From an optimization exercise on the open Yosys and OpenROAD flow, aimed at small area and a short achievable clock period; shortcuts taken in it are not production practice.
No activity file was given, so power comes from the tool's default toggle rates.

Design irq_ctrl_top, start of the top module:
module irq_ctrl_top
(
    input  logic        CLOCK_50,
    input  logic        rst_n_i,
    input  logic        key_valid_i,
    input  logic [7:0]  key_code_i,
    input  logic        psel_i,
    input  logic        penable_i,
    input  logic        pwrite_i,
    input  logic [7:0]  paddr_i,
    input  logic [31:0] pwdata_i,
    output logic [31:0] prdata_o,
    output logic        pready_o,
    output logic        pslverr_o,
    output logic        irq_o
);
Size: about 1800 cells after synthesis, ~700 flip-flops, roughly 89 I/O pins, roughly 28000 um2 of cells after synthesis.
clock: 5.5 ns
lec_check: 0
cap_margin: 20
core_margin: 2
core_utilization: 65
cts_cluster_diameter: 80
cts_cluster_size: 30
setup_slack_margin: 3
slew_margin: 20
standard.sh (not shown) runs the stock make flow with config.mk's settings and CLKGATE_MAP_FILE= SYNTH_SCRIPT=/design/flow/synth_recipe.tcl, a recipe that flattens the netlist after the stock synthesis.
==> flow/flow/run.sh <==
#!/bin/bash
# Standard layout, with plain buffers (not delay cells) on the ports.
set -euo pipefail
bash standard.sh "BUFFER_PORTS_ARGS=-buffer_cell sky130_fd_sc_hd__buf_2" finish > orfs_make.log 2>&1
The baseline produced a clean layout.
Edit:
--- a/flow/design.v
+++ b/flow/design.v
@@ -83,26 +83,25 @@
     logic [7:0]  k_head;
     assign acc = psel_i && penable_i;
     assign k_head = kmem[krp];
     assign q_head = qmem[qrp];
     assign key_wr  = key_valid_i && !kfull;
     assign key_rd  = !kw && !qfull && !kempty;
     assign blocked = kw || qfull || !kempty;
     assign sw_go   = sw_req && !blocked;
-    assign q_wr    = q_wr_r;
+    assign q_wr    = (kw && !qfull) || sw_go;
     assign q_in    = kw ? {2'b00, 22'd0, key_byte} : {sw_type, sw_val};
     assign q_rd    = !d_wait && !d_cap && !irq && !qempty;
     assign wr_raise = acc && w_raise && !(sw_req && blocked);
     assign eoi      = acc && w_eoi;
     logic        kempty_n, kfull_n, overflow_n;
     logic        qempty_n, qfull_n;
     logic        kw_n, sw_req_n, irq_n;
     logic        d_wait_n, d_cap_n;
-    logic        q_wr_r;
     always_comb
     begin
         kempty_n   = kempty;
         kfull_n    = kfull;
         qempty_n   = qempty;
         qfull_n    = qfull;
         if (key_wr && !key_rd)
         begin
@@ -151,17 +150,16 @@
         qempty   <= qempty_n;
         qfull    <= qfull_n;
         overflow <= overflow_n;
         kw       <= kw_n;
         sw_req   <= sw_req_n;
         d_wait   <= d_wait_n;
         d_cap    <= d_cap_n;
         irq      <= irq_n;
-        q_wr_r   <= !qfull_n && (kw_n || (sw_req_n && kempty_n));
     end
     always_ff @(posedge CLOCK_50)
     begin
         if (!rst_n_i)
         begin
             kwp  <= '0;
             krp  <= '0;
             kcnt <= '0;
The new run went through all stages and came out clean.
Routed wire length came out higher by about 0.6%.
First-iteration DRC count increases by 9.8%.
Global-route usage goes up by 0.12 points.
Cell count drops by 0.36%.
Register-to-register slack gains 250 ps.
Synthesized cell count drops by about 0.45%.
No run of this note included a check of the RTL's function; only the layout flow was run.

---

== 09-20 ==
The RTL this note starts from:
==> flow/design.v <==
`timescale 1ns/1ps
package irq_pkg;
    localparam int DATA_W = 32;
    localparam int KEY_W  = 8;
    localparam int ADDR_W = 8;
    localparam int NUM_IRQ_TYPES = 4;
    localparam int TYPE_W        = $clog2(NUM_IRQ_TYPES);
    typedef logic [TYPE_W-1:0] irq_type_t;
    localparam irq_type_t IRQ_TYPE_KEY = irq_type_t'(0);
    typedef struct packed {
        irq_type_t         irq_type;
        logic [DATA_W-1:0] value;
    } irq_entry_t;
    localparam int KEY_FIFO_DEPTH  = 5;
    localparam int IRQ_QUEUE_DEPTH = 10;
    localparam logic [ADDR_W-1:0] REG_CODE_BASE = 8'h00;
    localparam logic [ADDR_W-1:0] REG_STATUS    = 8'h04;
    localparam logic [ADDR_W-1:0] REG_ISR_ADDR  = 8'h08;
    localparam logic [ADDR_W-1:0] REG_ISR_VALUE = 8'h0C;
    localparam logic [ADDR_W-1:0] REG_SW_RAISE  = 8'h10;
    localparam logic [ADDR_W-1:0] REG_EOI       = 8'h14;
    localparam logic [ADDR_W-1:0] REG_VECTOR_0  = 8'h20;
    localparam int STAT_IN_SERVICE = 0;
    localparam int STAT_Q_EMPTY    = 1;
    localparam int STAT_OVERFLOW   = 2;
endpackage
`timescale 1ns/1ps
`timescale 1ns/1ps
`timescale 1ns/1ps
`timescale 1ns/1ps
`timescale 1ns/1ps
module irq_ctrl_top
(
    input  logic        CLOCK_50,
    input  logic        rst_n_i,
    input  logic        key_valid_i,
    input  logic [7:0]  key_code_i,
    input  logic        psel_i,
    input  logic        penable_i,
    input  logic        pwrite_i,
    input  logic [7:0]  paddr_i,
    input  logic [31:0] pwdata_i,
    output logic [31:0] prdata_o,
    output logic        pready_o,
    output logic        pslverr_o,
    output logic        irq_o
);
    localparam int KDEPTH = 5;
    localparam int QDEPTH = 10;
    logic [7:0]  kmem [KDEPTH];
    logic [2:0]  kwp, krp;
    logic [2:0]  kcnt;
    logic        kempty, kfull;
    logic        overflow;
    logic        kw;
    logic [2:0]  kprev;
    logic [31:0] qmem [QDEPTH];
    logic [3:0]  qwp, qrp;
    logic [3:0]  qcnt;
    logic        qempty, qfull;
    logic        d_wait, d_cap;
    logic        irq;
    logic [1:0]  act_type;
    logic [29:0] act_val;
    logic [31:0] code_base;
    logic [31:0] vectors [4];
    logic        sw_req;
    logic [1:0]  sw_type;
    logic [29:0] sw_val;
    logic        w_cb, w_raise, w_eoi;
    logic [3:0]  w_vec;
    logic        err_r;
    logic        stall_r;
    logic [31:0] rdata_r;
    logic [31:0] p_r;
    logic        acc;
    logic        key_wr, key_rd;
    logic        sw_go, blocked;
    logic        q_wr, q_rd;
    logic        wr_raise, eoi;
    logic [31:0] q_in;
    logic [31:0] q_head;
    logic [7:0]  key_byte;
    assign acc = psel_i && penable_i;
    assign key_byte = kmem[kprev];
    assign q_head = qmem[qrp];
    assign key_wr  = key_valid_i && !kfull;
    assign key_rd  = !kw && !qfull && !kempty;
    assign blocked = kw || qfull || !kempty;
    assign sw_go   = sw_req && !blocked;
    assign q_wr    = q_wr_r;
    assign q_in    = kw ? {2'b00, 22'd0, key_byte} : {sw_type, sw_val};
    assign q_rd    = !d_wait && !d_cap && !irq && !qempty;
    assign wr_raise = acc && w_raise && !(sw_req && blocked);
    assign eoi      = acc && w_eoi;
    logic        kempty_n, kfull_n, overflow_n;
    logic        qempty_n, qfull_n;
    logic        kw_n, sw_req_n, irq_n;
    logic        st_kempty, st_qfull, st_qempty, st_ovf, st_irq, st_sw_req;
    logic        d_wait_n, d_cap_n;
    logic        q_wr_r;
    always_comb
    begin
        kempty_n   = kempty;
        kfull_n    = kfull;
        qempty_n   = qempty;
        qfull_n    = qfull;
        if (key_wr && !key_rd)
        begin
            kempty_n = 1'b0;
            kfull_n  = (kcnt == 3'd4);
        end
        else if (!key_wr && key_rd)
        begin
            kempty_n = (kcnt == 3'd1);
            kfull_n  = 1'b0;
        end
        if (q_wr && !q_rd)
        begin
            qempty_n = 1'b0;
            qfull_n  = (qcnt == 4'd9);
        end
        else if (!q_wr && q_rd)
        begin
            qempty_n = (qcnt == 4'd1);
            qfull_n  = 1'b0;
        end
        overflow_n = overflow || (key_valid_i && kfull);
        kw_n       = key_rd;
        sw_req_n   = wr_raise || (sw_req && !sw_go);
        d_wait_n   = q_rd;
        d_cap_n    = d_wait;
        irq_n      = d_cap || (irq && !eoi);
        st_kempty  = kempty_n;
        st_qfull   = qfull_n;
        st_qempty  = qempty_n;
        st_ovf     = overflow_n;
        st_irq     = d_cap || irq;
        st_sw_req  = sw_req && !sw_go;
        if (!rst_n_i)
        begin
            kempty_n   = 1'b1;
            kfull_n    = 1'b0;
            qempty_n   = 1'b1;
            qfull_n    = 1'b0;
            overflow_n = 1'b0;
            kw_n       = 1'b0;
            sw_req_n   = 1'b0;
            d_wait_n   = 1'b0;
            d_cap_n    = 1'b0;
            irq_n      = 1'b0;
        end
    end
    always_ff @(posedge CLOCK_50)
    begin
        kempty   <= kempty_n;
        kfull    <= kfull_n;
        qempty   <= qempty_n;
        qfull    <= qfull_n;
        overflow <= overflow_n;
        kw       <= kw_n;
        sw_req   <= sw_req_n;
        d_wait   <= d_wait_n;
        d_cap    <= d_cap_n;
        irq      <= irq_n;
        q_wr_r   <= !qfull_n && (kw_n || (sw_req_n && kempty_n));
    end
    always_ff @(posedge CLOCK_50)
    begin
        if (!rst_n_i)
        begin
            kwp  <= '0;
            krp  <= '0;
            kcnt <= '0;
            qwp  <= '0;
            qrp  <= '0;
            qcnt <= '0;
        end
        else
        begin
            if (key_wr)
            begin
                kwp <= (kwp == 3'(KDEPTH - 1)) ? '0 : kwp + 1'b1;
            end
            if (key_rd)
            begin
                krp <= (krp == 3'(KDEPTH - 1)) ? '0 : krp + 1'b1;
            end
            if (key_wr != key_rd)
            begin
                kcnt <= key_wr ? kcnt + 1'b1 : kcnt - 1'b1;
            end
            if (q_wr)
            begin
                qwp <= (qwp == 4'(QDEPTH - 1)) ? '0 : qwp + 1'b1;
            end
            if (q_rd)
            begin
                qrp <= (qrp == 4'(QDEPTH - 1)) ? '0 : qrp + 1'b1;
            end
            if (q_wr != q_rd)
            begin
                qcnt <= q_wr ? qcnt + 1'b1 : qcnt - 1'b1;
            end
        end
    end
    always_ff @(posedge CLOCK_50)
    begin
        for (int i = 0; i < KDEPTH; i++)
        begin
            if (key_wr && kwp == 3'(i))
            begin
                kmem[i] <= key_code_i;
            end
        end
        kprev <= krp;
        for (int i = 0; i < QDEPTH; i++)
        begin
            if (q_wr && qwp == 4'(i))
            begin
                qmem[i] <= q_in;
            end
        end
        if (q_rd)
        begin
            act_type <= q_head[31:30];
            act_val  <= q_head[29:0];
        end
        if (wr_raise)
        begin
            sw_type <= pwdata_i[1:0];
            sw_val  <= pwdata_i[31:2];
        end
    end
    logic [31:0] wdata;
    assign wdata = pwdata_i & {32{rst_n_i}};
    logic [31:0] cb_n;
    assign cb_n = (!rst_n_i || (acc && w_cb)) ? wdata : code_base;
    always_ff @(posedge CLOCK_50)
    begin
        code_base <= cb_n;
        for (int i = 0; i < 4; i++)
        begin
            if (!rst_n_i || (acc && w_vec[i]))
            begin
                vectors[i] <= wdata;
            end
        end
    end
    logic        a_vec, a_ok;
    logic [31:0] isr_addr;
    logic [31:0] rdata_n;
    assign a_vec = (paddr_i[7:4] == 4'h2) && (paddr_i[1:0] == 2'b00);
    assign a_ok  = a_vec || ((paddr_i[7:5] == 3'b000) && (paddr_i[1:0] == 2'b00)
                             && (paddr_i[4:2] <= 3'd5));
    logic [31:0] vsel_n;
    assign vsel_n = (acc && w_vec[act_type]) ? pwdata_i : vectors[act_type];
    always_ff @(posedge CLOCK_50)
    begin
        p_r <= cb_n ^ vsel_n;
    end
    logic [31:0] kg [6];
    logic [31:0] kp [6];
    assign kg[0] = code_base & ~p_r;
    assign kp[0] = p_r;
    for (genvar l = 0; l < 5; l++)
    begin : g_ks
        for (genvar i = 0; i < 32; i++)
        begin : g_bit
            if (i >= (1 << l))
            begin : g_op
                assign kg[l+1][i] = kg[l][i] | (kp[l][i] & kg[l][i-(1<<l)]);
                assign kp[l+1][i] = kp[l][i] & kp[l][i-(1<<l)];
            end
            else
            begin : g_pass
                assign kg[l+1][i] = kg[l][i];
                assign kp[l+1][i] = kp[l][i];
            end
        end
    end
    assign isr_addr = p_r ^ {kg[5][30:0], 1'b0};
    logic        s_cb, s_st, s_isr, s_av;
    logic [3:0]  s_v;
    assign s_cb  = !paddr_i[5] && !paddr_i[4] && (paddr_i[3:2] == 2'd0);
    assign s_st  = !paddr_i[5] && !paddr_i[4] && (paddr_i[3:2] == 2'd1);
    assign s_isr = !paddr_i[5] && !paddr_i[4] && (paddr_i[3:2] == 2'd2);
    assign s_av  = !paddr_i[5] && !paddr_i[4] && (paddr_i[3:2] == 2'd3);
    for (genvar i = 0; i < 4; i++)
    begin : g_sv
        assign s_v[i] = paddr_i[5] && (paddr_i[3:2] == 2'(i));
    end
    always_comb
    begin
        rdata_n = ({32{s_cb}}  & code_base)
                | ({32{s_st}}  & {29'd0, st_ovf, st_qempty, st_irq})
                | ({32{s_isr}} & isr_addr)
                | ({32{s_av}}  & {2'b00, act_val});
        for (int i = 0; i < 4; i++)
        begin
            rdata_n = rdata_n | ({32{s_v[i]}} & vectors[i]);
        end
    end
    always_ff @(posedge CLOCK_50)
    begin
        w_cb    <= pwrite_i && (paddr_i == 8'h00);
        w_raise <= pwrite_i && (paddr_i == 8'h10);
        w_eoi   <= pwrite_i && (paddr_i == 8'h14);
        for (int i = 0; i < 4; i++)
        begin
            w_vec[i] <= pwrite_i && a_vec && (paddr_i[3:2] == 2'(i));
        end
        err_r   <= !a_ok;
        stall_r <= pwrite_i && (paddr_i == 8'h10) && st_sw_req
                   && (key_rd || st_qfull || !st_kempty);
        rdata_r <= rdata_n;
    end
    assign prdata_o  = rdata_r;
    assign pready_o  = !stall_r;
    assign pslverr_o = err_r;
    assign irq_o     = irq;
endmodule
==> flow/config.mk <==
export PLATFORM = sky130hd
export DESIGN_NAME = irq_ctrl_top
export DESIGN_NICKNAME = irq_ctrl_top
export VERILOG_FILES = /design/flow/design.v
export SDC_FILE = /design/flow/constraint.sdc
export NUM_CORES = 4
export LEC_CHECK = 0
export CAP_MARGIN = 20
export CORE_MARGIN = 2
export CORE_UTILIZATION = 65
export CTS_CLUSTER_DIAMETER = 80
export CTS_CLUSTER_SIZE = 30
export SETUP_SLACK_MARGIN = 3.3
export SLEW_MARGIN = 20
==> flow/constraint.sdc <==
create_clock -name core_clock -period 5.5 [get_ports {CLOCK_50}]
set_input_delay 1.1000 -clock core_clock [delete_from_list [all_inputs] [get_ports {CLOCK_50}]]
set_output_delay 1.1000 -clock core_clock [all_outputs]
set_load 0.01 [all_outputs]
Scripts as last shown in full above: flow/flow/run.sh
## Diff of input files: 07-04 against 09-20
--- a/flow/design.v
+++ b/flow/design.v
@@ -59,9 +59,9 @@
     logic [3:0]  qcnt;
     logic        qempty, qfull;
     logic        d_wait, d_cap;
     logic        irq;
-    logic [1:0]  act_type;
+    logic [3:0]  act_type;     
     logic [29:0] act_val;
     logic [31:0] code_base;
     logic [31:0] vectors [4];
     logic        sw_req;
@@ -95,9 +95,8 @@
     assign eoi      = acc && w_eoi;
     logic        kempty_n, kfull_n, overflow_n;
     logic        qempty_n, qfull_n;
     logic        kw_n, sw_req_n, irq_n;
-    logic        st_kempty, st_qfull, st_qempty, st_ovf, st_irq, st_sw_req;
     logic        d_wait_n, d_cap_n;
     logic        q_wr_r;
     always_comb
     begin
@@ -130,14 +129,8 @@
         sw_req_n   = wr_raise || (sw_req && !sw_go);
         d_wait_n   = q_rd;
         d_cap_n    = d_wait;
         irq_n      = d_cap || (irq && !eoi);
-        st_kempty  = kempty_n;
-        st_qfull   = qfull_n;
-        st_qempty  = qempty_n;
-        st_ovf     = overflow_n;
-        st_irq     = d_cap || irq;
-        st_sw_req  = sw_req && !sw_go;
         if (!rst_n_i)
         begin
             kempty_n   = 1'b1;
             kfull_n    = 1'b0;
@@ -222,9 +215,12 @@
             end
         end
         if (q_rd)
         begin
-            act_type <= q_head[31:30];
+            for (int i = 0; i < 4; i++)
+            begin
+                act_type[i] <= (q_head[31:30] == 2'(i));
+            end
             act_val  <= q_head[29:0];
         end
         if (wr_raise)
         begin
@@ -253,9 +249,20 @@
     assign a_vec = (paddr_i[7:4] == 4'h2) && (paddr_i[1:0] == 2'b00);
     assign a_ok  = a_vec || ((paddr_i[7:5] == 3'b000) && (paddr_i[1:0] == 2'b00)
                              && (paddr_i[4:2] <= 3'd5));
     logic [31:0] vsel_n;
-    assign vsel_n = (acc && w_vec[act_type]) ? pwdata_i : vectors[act_type];
+    logic [3:0]  vs_keep;
+    logic        vs_new;
+    assign vs_keep = act_type & ~({4{acc}} & w_vec);
+    assign vs_new  = |(act_type & {4{acc}} & w_vec);
+    always_comb
+    begin
+        vsel_n = {32{vs_new}} & pwdata_i;
+        for (int i = 0; i < 4; i++)
+        begin
+            vsel_n = vsel_n | ({32{vs_keep[i]}} & vectors[i]);
+        end
+    end
     always_ff @(posedge CLOCK_50)
     begin
         p_r <= cb_n ^ vsel_n;
     end
@@ -292,9 +299,9 @@
     end
     always_comb
     begin
         rdata_n = ({32{s_cb}}  & code_base)
-                | ({32{s_st}}  & {29'd0, st_ovf, st_qempty, st_irq})
+                | ({32{s_st}}  & {29'd0, overflow_n, qempty_n, irq_n})
                 | ({32{s_isr}} & isr_addr)
                 | ({32{s_av}}  & {2'b00, act_val});
         for (int i = 0; i < 4; i++)
         begin
@@ -310,10 +317,10 @@
         begin
             w_vec[i] <= pwrite_i && a_vec && (paddr_i[3:2] == 2'(i));
         end
         err_r   <= !a_ok;
-        stall_r <= pwrite_i && (paddr_i == 8'h10) && st_sw_req
-                   && (key_rd || st_qfull || !st_kempty);
+        stall_r <= pwrite_i && (paddr_i == 8'h10) && sw_req_n
+                   && (kw_n || qfull_n || !kempty_n);
         rdata_r <= rdata_n;
     end
     assign prdata_o  = rdata_r;
     assign pready_o  = !stall_r;
[summary]
Number of cells in the finished layout apart from fillers (07-04 over 09-20): increase, 124. Taking 09-20 as the reference point, the arrival time at the worst endpoint of 07-04 rises by 0.07 ns. Met1 track utilization from global routing: 07-04 vs 09-20 up 4.1 points. Power share of the combinational group was higher in 07-04 than in 09-20. Row global routing usage on met2: 07-04 higher / 09-20 lower. Looking at 09-20 and 07-04, the number of flip-flops and latches is a wash. Transition time at the pin with the least slew margin was lower in the run labelled 07-04. Simple-gate share of the synthesized area: 07-04 vs 09-20 up 1.7 points.
Function was not checked in any run of this note: the RTL went through the layout flow alone.

-- static timing again, ports no longer ideal --
In the flow no input, the clock included, has a driving cell. The finished layouts below were timed again as built, in two steps. Step 1 sets driving cells, clkbuf_16 on the clock port and buf_2 on the other inputs (assumed; they add their load-dependent delay and slew). Step 2 moves the port delays by t, midway between the first and last clock arrival at a register: inputs arrive t later, outputs are due t later. That takes back most of the time a late clock gives input paths. a / b / c = no drivers / after step 1 / after step 2; a / b = the first two.
run	t (ns)	setup slack, ns	hold WS [ns]	latest minus earliest clock arrival (ns)	slew at the worst register clock pin (ns)
the first run of note 1	0.694	2.594 / 2.594 / 2.369	0.518 / 0.518 / 0.518	0.036 / 0.035	0.12 / 0.12
the second run of note 1	0.689	2.844 / 2.844 / 2.422	0.519 / 0.519 / 0.519	0.029 / 0.029	0.11 / 0.11
09-20	0.645	3.272 / 3.254 / 2.681	0.384 / 0.384 / 0.384	0.037 / 0.037	0.11 / 0.11
07-04	0.633	3.195 / 3.195 / 2.619	0.387 / 0.387 / 0.387	0.024 / 0.024	0.11 / 0.11
After both steps every run listed still meets setup and hold. The setup slack of 09-20, which loses most, moves by -0.018 ns with the drivers and by -0.591 ns with both steps.
